This design comes from an exercise in tuning for small area, a short achievable clock period and few clock cycles per item on the open sky130 flow, not from production work. Function was checked by simulation only, so behaviour that the tests miss may differ from the original.

Setup of job 6520:
## aes_dec_top
module aes_dec_top (
    input  logic        clk,
    input  logic        rst_n,
    input  logic        avs_read_i,
    input  logic        avs_write_i,
    input  logic [3:0]  avs_address_i,
    input  logic [31:0] avs_writedata_i,
    output logic [31:0] avs_readdata_o,
    output logic        avs_waitrequest_o
);
    logic         expand_start;
    logic         key_write;
    logic         decrypt_start;
    logic         decrypt_busy;
    logic         key_ready;
    logic         last_round;
    logic [127:0] cipher_key;
    logic [127:0] ciphertext;
    logic [127:0] plaintext;
    logic [127:0] whiten_key;
    logic [127:0] round_key;
    aes_dec_regs i_aes_dec_regs (
        .clk               (clk),
        .avs_read_i        (avs_read_i),
        .avs_write_i       (avs_write_i),
        .avs_address_i     (avs_address_i),
        .avs_writedata_i   (avs_writedata_i),
        .decrypt_busy_i    (decrypt_busy),
        .key_ready_i       (key_ready),
        .plaintext_i       (plaintext),
        .avs_readdata_o    (avs_readdata_o),
        .avs_waitrequest_o (avs_waitrequest_o),
        .expand_start_o    (expand_start),
        .key_write_o       (key_write),
  ...
Size in the first run: about 5600 cells after synthesis, about 520 flip-flops, roughly 0.054 mm^2 of cells after synthesis.
clock: 9.0 ns
lec_check: 0
cap_margin: 20
core_margin: 2
core_utilization: 30
setup_slack_margin: 1.8
slew_margin: 20
synth_hierarchical: 1
run.sh (not shown) runs the stock make flow with config.mk's settings and CLKGATE_MAP_FILE= SYNTH_SCRIPT=/design/flow/synth_recipe.tcl, a recipe that flattens the netlist after the stock synthesis.
Having completed the whole flow, job 6520 delivered a layout that passed the timing, DRC and antenna checks.
Testbench counts of job 6520, summed over its fixed seeds: cycles 18,222, blocks 895.
Here is what was changed in the inputs of job 3357 compared with job 6520.
Settings: changing SETUP_SLACK_MARGIN from 1.8 to 1.4; setting CTS_BUF_LIST to sky130_fd_sc_hd__clkbuf_4 for the first time.
--- outcome ---
Job 3357: multi-input gate share of total cell area 0.44 points below job 6520
Job 3357 vs. job 6520: wire length per cell after detailed routing went down by 1.5%.
In the metrics for job 3357 and job 6520, the one carrying the lower fraction of area in registers is job 6520.
Modified inputs, job 9229 compared to job 3357
Settings: CTS_BUF_LIST removed (was sky130_fd_sc_hd__clkbuf_4).
==> flow/flow/run.sh (new file) <==
#!/bin/bash
# Own flow: the standard ORFS layout with extra ORFS make variables
# (flow/make_args.txt) that only steer timing repair: which moves
# repair_timing may use. Everything else is standard.sh unchanged.
set -uo pipefail
ARGS=$(tr '\n' ' ' < flow/make_args.txt)
sed "s|\"\${@:-finish}\"|$ARGS \"\${@:-finish}\"|" standard.sh > my_standard.sh
bash my_standard.sh > standard.log 2>&1
==> flow/flow/make_args.txt (new file) <==
RECOVER_POWER=100
==> flow/standard.sh (new file) <==
#!/bin/bash
# synth_recipe.tcl (not shown) runs the flow's synth.tcl, then flattens the netlist and writes it again
# the make line also repeats each setting of config.mk as NAME=value (left out here)
make -C /OpenROAD-flow-scripts/flow DESIGN_CONFIG=/design/flow/config.mk WORK_HOME=/design/flow/orfs CLKGATE_MAP_FILE= SYNTH_SCRIPT=/design/flow/synth_recipe.tcl "${@:-finish}"
removed: flow/run.sh
## What came out
No crash in job 9229: every stage finished, but the layout fails its final checks due to capacitance limit, slew limit. Compared with job 3357, job 9229 instantiates a smaller number of cells. NOTE number of global-route vias before repair job 3357->job 9229 decreased by a few percent. Compare job 3357 and job 9229 | initial antenna violation count higher: job 9229. Compared with job 3357, in job 9229 area occupied by registers stayed essentially flat; worst hold slack held steady; routed wire length went down about 0.47%; net count reported at finish down about 1.6%; least setup slack across all paths after layout dropped 0.64 ns. The first-pass detailed-route iteration total of job 9229 falls short of that of job 3357 by 1. Worst setup path startpoint = i_aes_dec_core.state_q[38]: job 3357; worst setup path startpoint = i_aes_dec_core.state_q[95]: job 9229.
## Diff of input files: job 6940 against job 9229
Settings: CTS_BUF_LIST newly set to sky130_fd_sc_hd__clkbuf_8; CTS_CLUSTER_SIZE newly set to 30.
==> flow/run.sh (new file) <==
#!/bin/bash
# synth_recipe.tcl (not shown) runs the flow's synth.tcl, then flattens the netlist and writes it again
# the make line also repeats each setting of config.mk as NAME=value (left out here)
make -C /OpenROAD-flow-scripts/flow DESIGN_CONFIG=/design/flow/config.mk WORK_HOME=/design/flow/orfs CLKGATE_MAP_FILE= SYNTH_SCRIPT=/design/flow/synth_recipe.tcl finish
removed: flow/flow/run.sh
removed: flow/flow/make_args.txt
removed: flow/standard.sh
## What came out
- Job 6940: done, clean on timing, DRC and antenna
- First-pass GRT wire length: job 6940 worse than job 9229
- Against job 9229, job 6940 reports a worst-case hold slack that is lower.
- Job 6940 gives more wire length than job 9229 did.
- [compare] base=job 9229 new=job 6940: number of buffers created by CTS rose by about 54%.

* * *

## build 39
aes_dec_top again, from the RTL that the note above started with.
Design aes_dec_top, start of the top module:
module aes_dec_top (
    input  logic        clk,
    input  logic        rst_n,
    input  logic        avs_read_i,
    input  logic        avs_write_i,
    input  logic [3:0]  avs_address_i,
    input  logic [31:0] avs_writedata_i,
    output logic [31:0] avs_readdata_o,
    output logic        avs_waitrequest_o
);
clock: 9.0 ns
lec_check: 0
cap_margin: 20
core_margin: 2
core_utilization: 30
cts_buf_list: sky130_fd_sc_hd__clkbuf_8
cts_cluster_size: 30
setup_slack_margin: 2.8
slew_margin: 20
synth_hierarchical: 1
Stock flow here: none of the scripts above is used.
Build 39 completed; timing, DRC and antenna clean
Testbench counts of build 39, summed over its fixed seeds: cycles 18,222, blocks 895.
## Diff of input files: build 53 against build 39
Settings: a deleted CTS_BUF_LIST that had been sky130_fd_sc_hd__clkbuf_8; a change of SETUP_SLACK_MARGIN from 2.8 to 1.0; a deleted CTS_CLUSTER_SIZE that had been 30.
==> comparison <==
When build 53 is set beside build 39, its area fraction of clock buffers and clock inverters turns out to be 0.85 points larger. For fmax, dividing the value from build 39 by the value from build 53 gives 1.19. On utilization: between build 39 and build 53, it ends up higher for build 39. The number of diodes added for antenna fixing in build 53 was lower than what build 39 gave. Higher number of ordinary and repair buffers in the finished layout was reported by build 39, not build 53. There was hardly any difference in post-synthesis compound-gate area fraction between build 39 and build 53. Fraction of layout instances using a drive strength above 1 is lower on build 53.
Inputs modified between build 53 and build 51:
Settings: CTS_CLUSTER_SIZE: unset -> 30; SETUP_SLACK_MARGIN: 1.0 -> 1.4; CTS_BUF_LIST: unset -> sky130_fd_sc_hd__clkbuf_8.
==> flow/flow/run.sh (new file) <==
#!/bin/bash
# Own flow: the standard ORFS layout (standard.sh, unchanged steps and
# settings) plus extra ORFS make variables from flow/make_args.txt. The only
# one used here picks the cell that buffer_ports puts on every input and
# output port (a plain buffer instead of the delay buffer it picks itself).
# ORFS writes each step's log under orfs/logs; make's own output goes to
# standard.log here.
set -uo pipefail
ARGS=$(tr '\n' ' ' < flow/make_args.txt)
sed "s|\"\${@:-finish}\"|$ARGS \"\${@:-finish}\"|" standard.sh > my_standard.sh
bash my_standard.sh > standard.log 2>&1
==> flow/flow/make_args.txt (new file) <==
BUFFER_PORTS_ARGS="-buffer_cell sky130_fd_sc_hd__buf_1"
==> flow/standard.sh (new file) <==
#!/bin/bash
# synth_recipe.tcl (not shown) runs the flow's synth.tcl, then flattens the netlist and writes it again
# the make line also repeats each setting of config.mk as NAME=value (left out here)
make -C /OpenROAD-flow-scripts/flow DESIGN_CONFIG=/design/flow/config.mk WORK_HOME=/design/flow/orfs CLKGATE_MAP_FILE= SYNTH_SCRIPT=/design/flow/synth_recipe.tcl "${@:-finish}"
removed: flow/run.sh
## What came out
- Going from build 53 to build 51, number of ordinary and repair buffers in the finished layout moved up; relative area change from synthesis to final layout moved up; number of storage elements in the synthesis netlist level; final critical-path share of the clock period moved down.
- Summary of the comparison: count of buffering cells on the critical path with inverters included is higher in build 51, relative to build 53.
- Compared build 53 against build 51; post-detailed-route via-to-cell ratio within noise.
- Compared with build 53, build 51 shows peak clock frequency supported by timing higher by 4.9%.
- First-iteration DRC count in build 51 vs build 53: up 123
Here is what was changed in the inputs of build 25 compared with build 51.
Settings: putting PLACE_DENSITY at 0.9 where nothing was set; swapping 1.4 for 1.5 in SETUP_SLACK_MARGIN; clearing CTS_BUF_LIST, which used to be sky130_fd_sc_hd__clkbuf_8; clearing CTS_CLUSTER_SIZE, which used to be 30.
==> flow/run.sh (new file) <==
#!/bin/bash
# synth_recipe.tcl (not shown) runs the flow's synth.tcl, then flattens the netlist and writes it again
# the make line also repeats each setting of config.mk as NAME=value (left out here)
make -C /OpenROAD-flow-scripts/flow DESIGN_CONFIG=/design/flow/config.mk WORK_HOME=/design/flow/orfs CLKGATE_MAP_FILE= SYNTH_SCRIPT=/design/flow/synth_recipe.tcl finish
removed: flow/flow/run.sh
removed: flow/flow/make_args.txt
removed: flow/standard.sh
Per the comparison of build 25 with build 51, critical path depth fell 4.0%, transition time of the tightest slew-check pin increased 81 ps, CTS H-tree depth decreased by 1 relative to the old numbers, all-layer global routing usage now sits lower.
In the flow results for build 25 and build 51, the wire length of the first global-routing pass is larger on build 51.
Build 25 ends up with a final area that is about 1.2% higher than in build 51.
In build 25, the worst-case reg-to-reg path depth came out 1 below the value in build 51.
The inputs of build 47 differ from those of build 25 as listed below.
Settings: CTS_CLUSTER_SIZE now 30, previously not set; PLACE_DENSITY no longer set, was 0.9; CTS_BUF_LIST now sky130_fd_sc_hd__clkbuf_8, previously not set; SETUP_SLACK_MARGIN now 2.0, was 1.5.
### Flow results
Delta (build 47 minus build 25): total of plain and repair buffers excluding clock buffers up 140; multi-input gate area in the final layout up 2500 µm²; simple-gate portion of the synthesized area flat; critical path data arrival time down 390 ps. Logic depth of the worst register-to-register path is lower on build 25. Changes observed in build 47 relative to build 25: number of fill cells up 1.4%. | maximum fanout encountered on the critical timing path | lower: build 47 |.

-- what the ideal ports hide --
In the flow no input, the clock included, has a driving cell. The finished layouts below were timed again as built, in two steps.
Step 1 sets driving cells, clkbuf_16 on the clock port and buf_2 on the other inputs (assumed; they add their load-dependent delay and slew).
Step 2, shift: input delay + t, output delay - t, t = (earliest + latest rising clock arrival at the registers) / 2. This alone moves slack from input paths to output paths.
Slacks: ideal / step 1 / step 2; pairs: ideal / step 1.
run	t (ns)	setup WS [ns]	clock arrival spread, ns	worst data-port slew with drivers (ns)
job 6520	0.747	1.958 / 1.958 / 1.958	0.027 / 0.026	0.10
job 3357	1.111	1.718 / 1.718 / 1.718	0.080 / 0.080	0.11
job 9229	0.742	1.078 / 1.078 / 0.638	0.021 / 0.020	0.11
job 6940	0.843	1.708 / 1.708 / 1.708	0.053 / 0.053	0.11
build 39	0.859	2.544 / 2.544 / 2.544	0.068 / 0.068	0.33
build 53	0.742	1.326 / 1.326 / 1.326	0.028 / 0.028	0.11
build 51	0.831	1.684 / 1.684 / 1.684	0.053 / 0.052	0.10
build 25	0.746	1.664 / 1.664 / 1.664	0.041 / 0.041	0.08
build 47	0.842	2.197 / 2.197 / 2.197	0.059 / 0.058	0.11
The setup slack of job 9229, which loses most, moves by 0.000 ns with the drivers and by -0.440 ns with both steps.
